This design comes from an exercise in tuning for small area, a short achievable clock period and few clock cycles per item on the open sky130 flow, not from production work.
Function was checked by simulation only, so behaviour that the tests miss may differ from the original.
Power and IR drop assume default switching activity.

== old ==
==> flow/design.v <==
module axi_4_vlsu_req_sequencer_burst_calc
#(
    parameter int unsigned CNT_W = 16,
    parameter bit          FIRST = 1'b0
) (
    input  logic [8:0]       a,        
    input  logic [7:0]       pth,      
    input  logic [CNT_W-1:0] rem,
    input  logic             rem_hi,   
    output logic [7:0]       th,       
    output logic [2:0]       thm1,     
    output logic             last
);
    logic        cut;     
    logic        hi;
    logic [7:0]  pn;      
    logic [16:0] gt;      
    logic [8:0]  fits;    
    logic [8:1]  capis;   
    assign hi  = FIRST ? (rem[CNT_W-1:5] != '0) : rem_hi;
    assign cut = FIRST ? (a[8:3] == 6'd63) : (a[8:3] == 6'd62 && pth[7]);
    always_comb begin
        for (int i = 0; i < 7; i++) pn[i] = pth[i] && !pth[i + 1];
        pn[7] = pth[7];
        for (int t = 0; t <= 16; t++) gt[t] = hi || (rem[4:0] > 5'(t));
        for (int k = 0; k <= 8; k++) begin
            if (FIRST) begin
                fits[k] = gt[k];
            end else begin
                fits[k] = 1'b0;
                for (int m = 0; m < 8; m++)
                    fits[k] = fits[k] || (pn[m] && gt[m + 1 + k]);
            end
        end
        for (int k = 1; k < 8; k++) capis[k] = cut && (a[2:0] == 3'(8 - k));
        capis[8] = !cut || (a[2:0] == 3'd0);
        for (int i = 0; i < 8; i++)
            th[i] = (!cut || (a[2:0] <= 3'(7 - i))) && fits[i];
        last = 1'b1;
        for (int k = 1; k <= 8; k++)
            if (capis[k] && fits[k]) last = 1'b0;
    end
    assign thm1[2] = th[4];
    assign thm1[1] = (th[2] && !th[4]) || th[6];
    assign thm1[0] = (th[1] && !th[2]) || (th[3] && !th[4]) || (th[5] && !th[6]) || th[7];
endmodule
module axi_4_vlsu_req_sequencer
#(
    parameter int unsigned ADDR_W    = 32,
    parameter int unsigned DATA_W    = 64,
    parameter int unsigned BURST_MAX = 8,
    parameter int unsigned CNT_W     = 16
) (
    input  logic                          clk,
    input  logic                          reset,
    input  logic                          req_valid,
    output logic                          req_ready,
    input  logic                          req_we,
    input  logic [ADDR_W-1:0]             req_addr,
    input  logic [CNT_W-1:0]              req_beats,
    input  logic                          wdata_valid,
    output logic                          wdata_ready,
    input  logic [DATA_W-1:0]             wdata,
    output logic                          rdata_valid,
    input  logic                          rdata_ready,
    output logic [DATA_W-1:0]             rdata,
    output logic                          done,
    output logic                          err,
    output logic                          ld_req,
    output logic                          st_req,
    output logic [ADDR_W-1:0]             base_addr,
    output logic [7:0]                    burst_len,
    output logic [2:0]                    burst_size,
    output logic [1:0]                    burst_type,
    output logic [DATA_W*BURST_MAX-1:0]   vlsu_wdata,
    output logic [(DATA_W/8)*BURST_MAX-1:0] write_strobe,
    input  logic [DATA_W*BURST_MAX-1:0]   burst_rdata_array,
    input  logic                          burst_valid_data,
    input  logic                          burst_wr_valid
);
    localparam int unsigned AW = ADDR_W - 3;    
    localparam int unsigned HW = AW - 3;        
    logic              req_ready_q;   
    logic              we_q;
    logic              err_q;
    logic              done_q;
    logic [AW-1:0]     a_q;           
    logic [CNT_W-1:0]  r_q;           
    logic              r_hi_q;        
    logic [2:0]        nm1_q;         
    logic [7:0]        nth_q;         
    logic              last_q;        
    logic [2:0]        n2m1_q;        
    logic [7:0]        n2th_q;
    logic              l2_q;
    logic              st_req_q;
    logic              ld_req_q;
    logic              pend_q;        
    logic              wact_q;        
    logic              rmore_q;       
    logic              wrdy_q;
    logic              rvld_q;
    logic [7:0]        cnt_q;         
    logic [7:0]        idx_q;         
    logic [DATA_W-1:0] slot_q [BURST_MAX];
    logic [7:0]       c_th;      
    logic [2:0]       c_m1;
    logic             c_last;
    logic [7:0]       n2_th;     
    logic [2:0]       n2_m1;
    logic             n2_last;
    axi_4_vlsu_req_sequencer_burst_calc #(.CNT_W(CNT_W), .FIRST(1'b1)) u_first (
        .a      (req_addr[11:3]),
        .pth    (8'h00),
        .rem    (req_beats),
        .rem_hi (1'b0),
        .th    (c_th),
        .thm1  (c_m1),
        .last  (c_last)
    );
    axi_4_vlsu_req_sequencer_burst_calc #(.CNT_W(CNT_W), .FIRST(1'b0)) u_next (
        .a      (a_q[8:0]),
        .pth    (nth_q),
        .rem    (r_q),
        .rem_hi (r_hi_q),
        .th    (n2_th),
        .thm1  (n2_m1),
        .last  (n2_last)
    );
    always_ff @(posedge clk) begin
        n2th_q <= n2_th;
        n2m1_q <= n2_m1;
        l2_q   <= n2_last;
    end
    logic [3:0]       r_lo;
    logic [CNT_W-1:0] r_next;
    logic [CNT_W-4:0] r_hi_m1;
    assign r_lo    = {1'b0, r_q[2:0]} + {1'b0, ~nm1_q};
    assign r_hi_m1 = r_q[CNT_W-1:3] - 1'b1;
    assign r_next  = {({(CNT_W-3){r_lo[3]}} & r_q[CNT_W-1:3]) |
                      ({(CNT_W-3){!r_lo[3]}} & r_hi_m1), r_lo[2:0]};
    logic [3:0]    a_lo;
    logic [AW-1:0] a_next;
    logic [HW-1:0] a_hi_p1;
    assign a_lo    = {1'b0, a_q[2:0]} + {1'b0, nm1_q} + 4'd1;
    assign a_hi_p1 = a_q[AW-1:3] + 1'b1;
    assign a_next  = {({HW{a_lo[3]}} & a_hi_p1) | ({HW{!a_lo[3]}} & a_q[AW-1:3]), a_lo[2:0]};
    logic       misal, empty, go, issue;
    logic       take, pop;
    logic       pend_d;
    logic [7:0] cnt_w, cnt_wa, cnt_ra;
    logic       st_d, ld_d;
    assign misal  = (req_addr[2:0] != 3'b000);
    assign empty  = (req_beats == '0);
    assign go     = req_valid && !misal && !empty;
    assign issue  = st_req_q || ld_req_q;
    assign pend_d = issue || (pend_q && !(burst_wr_valid || burst_valid_data));
    assign take   = wdata_valid && wrdy_q;
    assign cnt_w  = st_req_q ? (last_q ? 8'h00 : n2th_q) : cnt_q;
    assign cnt_wa = take ? (cnt_w >> 1) : cnt_w;
    assign st_d   = wact_q && !cnt_wa[0] && !pend_d && !st_req_q;
    assign pop    = rvld_q && rdata_ready;
    assign cnt_ra = burst_valid_data ? nth_q : (pop ? (cnt_q >> 1) : cnt_q);
    assign ld_d   = rmore_q && !cnt_ra[0] && !pend_d && !ld_req_q;
    always_ff @(posedge clk) begin
        if (reset) begin
            req_ready_q <= 1'b1;
            done_q      <= 1'b0;
            st_req_q    <= 1'b0;
            ld_req_q    <= 1'b0;
            pend_q      <= 1'b0;
            wact_q      <= 1'b0;
            rmore_q     <= 1'b0;
            wrdy_q      <= 1'b0;
            rvld_q      <= 1'b0;
            cnt_q       <= '0;
            idx_q       <= 8'h01;
        end else if (req_ready_q) begin
            req_ready_q <= !go;
            done_q      <= req_valid && (misal || empty);
            st_req_q    <= 1'b0;
            ld_req_q    <= go && !req_we;
            pend_q      <= 1'b0;
            wact_q      <= go && req_we;
            rmore_q     <= go && !req_we;
            wrdy_q      <= go && req_we;
            rvld_q      <= 1'b0;
            cnt_q       <= req_we ? c_th : 8'h00;
            idx_q       <= 8'h01;
        end else if (we_q) begin
            req_ready_q <= burst_wr_valid && !wact_q;
            done_q      <= burst_wr_valid && !wact_q;
            st_req_q    <= st_d;
            pend_q      <= pend_d;
            if (st_req_q) wact_q <= !last_q;
            wrdy_q      <= cnt_wa[0] || (st_d && !last_q);
            cnt_q       <= cnt_wa;
            if (take) idx_q <= cnt_w[1] ? {idx_q[6:0], idx_q[7]} : 8'h01;
        end else begin
            req_ready_q <= pop && !cnt_q[1] && !pend_q && !rmore_q;
            done_q      <= pop && !cnt_q[1] && !pend_q && !rmore_q;
            ld_req_q    <= ld_d;
            pend_q      <= pend_d;
            if (ld_req_q) rmore_q <= !last_q;
            rvld_q      <= cnt_ra[0];
            cnt_q       <= cnt_ra;
        end
    end
    logic ld_new, ld_n, keep_n;
    assign ld_new = req_ready_q;
    assign ld_n   = !req_ready_q && (st_req_q || (!we_q && burst_valid_data));
    assign keep_n = !req_ready_q && !(st_req_q || (!we_q && burst_valid_data));
    always_ff @(posedge clk) begin
        a_q    <= ({AW{ld_new}} & req_addr[ADDR_W-1:3]) |
                  ({AW{ld_n}}   & a_next) |
                  ({AW{keep_n}} & a_q);
        nm1_q  <= ({3{ld_new}} & c_m1)  | ({3{ld_n}} & n2m1_q) | ({3{keep_n}} & nm1_q);
        nth_q  <= ({8{ld_new}} & c_th)  | ({8{ld_n}} & n2th_q) | ({8{keep_n}} & nth_q);
        last_q <= (ld_new & c_last) | (ld_n & l2_q) | (keep_n & last_q);
        err_q  <= (ld_new & misal) | (!ld_new & err_q);
        r_q    <= ({CNT_W{ld_new}} & req_beats) | ({CNT_W{ld_n}} & r_next) | ({CNT_W{keep_n}} & r_q);
        r_hi_q <= (ld_new & (req_beats[CNT_W-1:5] != '0)) | (ld_n & (r_next[CNT_W-1:5] != '0)) |
                  (keep_n & r_hi_q);
        if (req_ready_q) we_q <= req_we;
    end
    logic                            cap_rd, shift;
    logic [7:0]                      sel_w;
    logic [7:0]                      sel_h;
    logic [DATA_W*(BURST_MAX+1)-1:0] above;
    assign cap_rd = !we_q && !cnt_q[0];    
    assign shift  = !we_q && pop;
    assign sel_w  = idx_q & {8{wrdy_q}};
    assign sel_h  = ~(sel_w | {8{cap_rd || shift}});
    always_comb begin
        above = '0;
        for (int i = 1; i < BURST_MAX; i++) above[DATA_W*(i-1) +: DATA_W] = slot_q[i];
    end
    always_ff @(posedge clk) begin
        for (int i = 0; i < BURST_MAX; i++) begin
            slot_q[i] <= ({DATA_W{sel_w[i]}} & wdata) |
                         ({DATA_W{cap_rd}}   & burst_rdata_array[DATA_W*i +: DATA_W]) |
                         ({DATA_W{shift}}    & above[DATA_W*i +: DATA_W]) |
                         ({DATA_W{sel_h[i]}} & slot_q[i]);
        end
    end
    assign req_ready   = req_ready_q;
    assign wdata_ready = wrdy_q;
    assign rdata_valid = rvld_q;
    assign rdata       = slot_q[0];
    assign done        = done_q;
    assign err         = err_q;
    assign ld_req      = ld_req_q;
    assign st_req      = st_req_q;
    assign base_addr   = {a_q, 3'b000};
    assign burst_len   = {5'b00000, nm1_q};
    assign burst_size  = 3'd3;
    assign burst_type  = 2'b01;
    always_comb begin
        for (int i = 0; i < BURST_MAX; i++) begin
            vlsu_wdata[DATA_W*i +: DATA_W] = slot_q[i];
            write_strobe[8*i +: 8]         = {8{nth_q[i]}};
        end
    end
endmodule
Settings: LEC_CHECK=0, CAP_MARGIN=20, CORE_AREA=10 10 510 510, CTS_CLUSTER_DIAMETER=150, CTS_CLUSTER_SIZE=20, DIE_AREA=0 0 520 520, SETUP_SLACK_MARGIN=2.5, SLEW_MARGIN=20; clock period 5.0 ns.
standard.sh (not shown) runs the stock make flow with config.mk's settings and CLKGATE_MAP_FILE= SYNTH_SCRIPT=/design/flow/synth_recipe.tcl, a recipe that flattens the netlist after the stock synthesis.
==> flow/flow/run.sh <==
#!/bin/bash
# Standard ORFS layout, with small buffers on the ports instead of the
# default delay-cell port buffers.
cp standard.sh standard.sh.txt
cp config.mk config.mk.txt
export BUFFER_PORTS_ARGS="-buffer_cell sky130_fd_sc_hd__buf_1"
bash standard.sh > standard.log 2>&1
Testbench counts of old, summed over its fixed seeds: cycles 28,167, beats 17,486.
The following lists how new was set up differently from old:
diff --git a/flow/design.v b/flow/design.v
--- a/flow/design.v
+++ b/flow/design.v
@@ -139,14 +139,14 @@
     assign r_hi_m1 = r_q[CNT_W-1:3] - 1'b1;
     assign r_next  = {({(CNT_W-3){r_lo[3]}} & r_q[CNT_W-1:3]) |
                       ({(CNT_W-3){!r_lo[3]}} & r_hi_m1), r_lo[2:0]};
     logic [3:0]    a_lo;
     logic [AW-1:0] a_next;
-    logic [HW-1:0] a_hi_p1;
+    logic [HW-1:0] a_hi_p1_q;
+    always_ff @(posedge clk) a_hi_p1_q <= a_q[AW-1:3] + 1'b1;
     assign a_lo    = {1'b0, a_q[2:0]} + {1'b0, nm1_q} + 4'd1;
-    assign a_hi_p1 = a_q[AW-1:3] + 1'b1;
-    assign a_next  = {({HW{a_lo[3]}} & a_hi_p1) | ({HW{!a_lo[3]}} & a_q[AW-1:3]), a_lo[2:0]};
+    assign a_next  = {({HW{a_lo[3]}} & a_hi_p1_q) | ({HW{!a_lo[3]}} & a_q[AW-1:3]), a_lo[2:0]};
     logic       misal, empty, go, issue;
     logic       take, pop;
     logic       pend_d;
     logic [7:0] cnt_w, cnt_wa, cnt_ra;
     logic       st_d, ld_d;
new reached the final stage; the timing, design-rule and antenna checks on its layout passed. old went all the way through synthesis, placement and routing and the layout is clean on timing, DRC and antenna. Compared with old, in new clock buffer instance count of the final layout fell by 2, met1 usage held steady. Worst reg2reg path depth came out lower on new than on old. Comparing new and old, cell area is lower on old. new ends up with higher power drawn by the sequential cells than old does. Summary of the comparison: number of non-filler instances in the completed layout is higher in new, relative to old. In new relative to old, total wire length had gone up by a few percent. Relative to old, critical path depth has decreased by 2 in new. new ends up with a fraction of power spent switching nets that is 0.25 points higher than in old.
Testbench counts of new, summed over its fixed seeds: cycles 28,167, beats 17,486.

## port drivers added, routing unchanged
The results above use ideal ports. As a check the final layouts listed here were re-extracted and re-timed, cells and wires unchanged.
Step 1 assumes that a clkbuf_16 drives the clock port and a buf_2 every other input.
Step 2, shift: input delay + t, output delay - t, t = (earliest + latest rising clock arrival at the registers) / 2. This alone moves slack from input paths to output paths.
Slacks: ideal / step 1 / step 2; pairs: ideal / step 1.
run	shift t [ns]	setup WS [ns]	worst register clock-pin slew, ns
old	0.759	2.511 / 2.442 / 1.787	0.10 / 0.10
new	0.777	2.487 / 2.437 / 1.867	0.10 / 0.10
After both steps every run listed still meets setup and hold. For old, which loses most, drivers alone change the setup slack by -0.069 ns; drivers and shift together by -0.724 ns.
